From an optimization exercise on the open Yosys and OpenROAD flow, aimed at small area and a short achievable clock period; shortcuts taken in it are not production practice. RTL that was checked went through simulation tests only; none was proved equivalent to the original. The flow treats the clock pin as an ideal source. Dropping or thinning the clock tree relies on that and would not hold on a real chip. Power and IR drop assume default switching activity.

Setup of run A:
==> flow/design.v (excerpt) <==
module debug_top #(
	parameter int ADDR_W = 6
) (
	input wire logic clk,
	input wire logic reset_i,
	input wire logic tck_i,
	input wire logic tms_i,
	input wire logic tdi_i,
	output logic tdo_o,
	input wire logic rx_bit_i,
	input wire logic rx_valid_i,
	input wire dbg_pkg::sample_t sample_i,
	input wire logic sample_valid_i
);
==> flow/config.mk <==
export PLATFORM = sky130hd
export DESIGN_NAME = debug_top
export DESIGN_NICKNAME = debug_top
export VERILOG_FILES = /design/flow/design.v
export SDC_FILE = /design/flow/constraint.sdc
export NUM_CORES = 4
export LEC_CHECK = 0
export CAP_MARGIN = 20
export CORE_MARGIN = 2
export CORE_UTILIZATION = 60
export CTS_BUF_LIST = sky130_fd_sc_hd__clkbuf_16
export CTS_CLUSTER_DIAMETER = 80
export CTS_CLUSTER_SIZE = 25
export SETUP_SLACK_MARGIN = 3.9
export SLEW_MARGIN = 20
==> flow/constraint.sdc <==
create_clock -name core_clock -period 6.0 [get_ports {clk}]
set_input_delay 1.2000 -clock core_clock [delete_from_list [all_inputs] [get_ports {clk}]]
set_output_delay 1.2000 -clock core_clock [all_outputs]
set_load 0.01 [all_outputs]
standard.sh (not shown) runs the stock make flow with config.mk's settings and CLKGATE_MAP_FILE= SYNTH_SCRIPT=/design/flow/synth_recipe.tcl, a recipe that flattens the netlist after the stock synthesis.
==> flow/flow/run.sh <==
#!/bin/bash
# Layout flow: the standard flow (standard.sh, unchanged synthesis),
# except that clock tree synthesis builds a two-level tree (flow/mytree.tcl):
# the clock port feeds 4 root clkbuf_16, each driving the clkbuf_16 leaf
# buffers of one quadrant; each leaf drives a cluster of about 24 flip-flops.
# The rest of ORFS's CTS step (placement legalisation, setup/hold repair)
# runs as usual. Each step's make output is logged in this folder; ORFS's
# own per-tool logs are under orfs/logs.
set -euo pipefail
here=$(pwd)

bash standard.sh place > std_1_place.log 2>&1

# ORFS scripts with cts.tcl's clock_tree_synthesis call replaced
mkdir -p scripts_cts
cp -r "$FLOW_HOME"/scripts/. scripts_cts/
sed -i "s#^log_cmd clock_tree_synthesis {\*}\$cts_args#source $here/flow/mytree.tcl; build_clock_tree 24 4; set_propagated_clock [all_clocks]#" scripts_cts/cts.tcl
grep -q "build_clock_tree 24 4" scripts_cts/cts.tcl
bash standard.sh SCRIPTS_DIR="$here/scripts_cts" cts > std_2_cts.log 2>&1

bash standard.sh finish > std_3_finish.log 2>&1
Other scripts of this flow, unchanged in this note and not shown: flow/flow/mytree.tcl
Edits applied to the flow inputs when going from run A to run D:
--- a/flow/design.v
+++ b/flow/design.v
@@ -203,54 +203,69 @@
 		else if (is_status)
 			dr_cap = {cap_done_q, 64'd0};   
 		else if (is_addr)
 			dr_cap[ADDR_W-1:0] = rd_addr_q;
 		else if (is_data)
 			dr_cap[7:0] = rd_grant_q ? rd_fresh : data_q;
 	end
 	dbg_pkg::sample_t mem [DEPTH];
 	dbg_pkg::sample_t wr_data_q;
 	logic cap_active_q;
 	logic [ADDR_W-1:0] wr_ptr_q;
-	always_ff @(posedge clk) begin
-		if (wr_en_q)
-			mem[wr_ptr_q] <= wr_data_q;
+	logic [7:0] wr_grp_q;
+	for (genvar k = 0; k < DEPTH; k++) begin : g_row
+		always_ff @(posedge clk) begin
+			if (wr_grp_q[k / 8] && wr_ptr_q[2:0] == 3'(k % 8))
+				mem[k] <= wr_data_q;
+		end
 	end
 	for (genvar g = 0; g < 4; g++) begin : g_cand
+		dbg_pkg::sample_t lvl [31];
+		for (genvar i = 0; i < 16; i++) begin : g_leaf
+			assign lvl[15 + i] = mem[g * 16 + i];
+		end
+		for (genvar n = 14; n >= 0; n--) begin : g_node
+			localparam int D = $clog2(n + 2) - 1;
+			assign lvl[n] = rd_addr_q[3 - D] ? lvl[2 * n + 2] : lvl[2 * n + 1];
+		end
 		always_ff @(posedge clk)
-			rd_cand_q[g] <= mem[{2'(g), rd_addr_q[3:0]}];
+			rd_cand_q[g] <= lvl[0];
 	end
 	assign rd_fresh = rd_cand_q[rd_hi_q];
 	always_ff @(posedge clk) begin
 		rd_hi_q <= rd_addr_q[5:4];
 		rd_grant_q <= rd_grant;
 		if (rd_grant_q)
 			data_q <= rd_fresh;
 	end
 	wire cap_take = cap_active_q && sample_valid_i;
+	wire [ADDR_W-1:0] wr_ptr_inc = wr_ptr_q + 1'b1;
 	always_ff @(posedge clk) begin
 		wr_data_q <= sample_i;
 		if (reset_i) begin
 			cap_active_q <= 1'b0;
 			wr_ptr_q <= '1;
 			wr_en_q <= 1'b0;
+			wr_grp_q <= '0;
 			cap_done_q <= 1'b0;
 		end else begin
 			wr_en_q <= 1'b0;
+			wr_grp_q <= '0;
 			if (cap_arm_q) begin
 				cap_active_q <= 1'b1;
 				wr_ptr_q <= '1;
 				cap_done_q <= 1'b0;
 			end else if (cap_take) begin
 				wr_en_q <= 1'b1;
-				wr_ptr_q <= wr_ptr_q + 1'b1;
+				wr_grp_q[wr_ptr_inc[5:3]] <= 1'b1;
+				wr_ptr_q <= wr_ptr_inc;
 				if (wr_ptr_q == ADDR_W'(DEPTH - 2)) begin
 					cap_active_q <= 1'b0;
 					cap_done_q <= 1'b1;
 				end
 			end
 		end
 	end
 	logic [6:0] hist_q;
 	logic [2:0] seen_q;
 	logic rx_valid_q;
 	logic rx_bit_q;
Notes after the runs:
- Against run A, run D comes in 0.70% lower on cell area.
- Compared with run A, in run D internal portion of total power grew by 1.2%, last weighted congestion value of the routability-driven placer grew by 4.1%, synthesized cell count shrank by about 1.3%.
- The final critical delay including setup and external delays of run D falls short of that of run A by 140 ps.
- Worst hold margin: run D vs run A — no meaningful difference
- Run comparison: run A critical setup path kind register to register; run D critical setup path kind register to output pin
- Worst setup margin improves in run D relative to run A.
- Compare run A and run D | adder and majority cell fraction of the synthesized area lower: run A
- Row aggregate routed wire length: run D lower / run A higher
- Taking run A as the reference, in run D sequential cell count of the final layout climbed 8; detail-routed via count per cell climbed about 0.4%.
The RTL of run A was laid out without a check of its function. In every run of this note, the design's own scripts or RTL, not TritonCTS, make the clock network.

## port drivers added, routing unchanged
How much do the figures lean on ideal ports? The routed layouts below were timed once more, with nothing changed but the port constraints.
Step 1: set_driving_cell puts a clkbuf_16 on clk and a buf_2 on each other input, an assumption about the parent block.
Step 2, shift: input delay + t, output delay - t, t = (earliest + latest rising clock arrival at the registers) / 2. This alone moves slack from input paths to output paths.
Slacks: no drivers / after step 1 / after step 2; pairs: no drivers / after step 1.
| run | t, ns | slack for setup (ns) | cell pins on the clock port's net |
|---|---|---|---|
| run A | 0.511 | 3.732 / 3.732 / 3.643 | 4 |
| run D | 0.508 | 3.876 / 3.751 / 3.603 | 4 |
After both steps every run listed still meets setup and hold. For run D, which loses most, drivers alone change the setup slack by -0.125 ns; drivers and shift together by -0.273 ns.
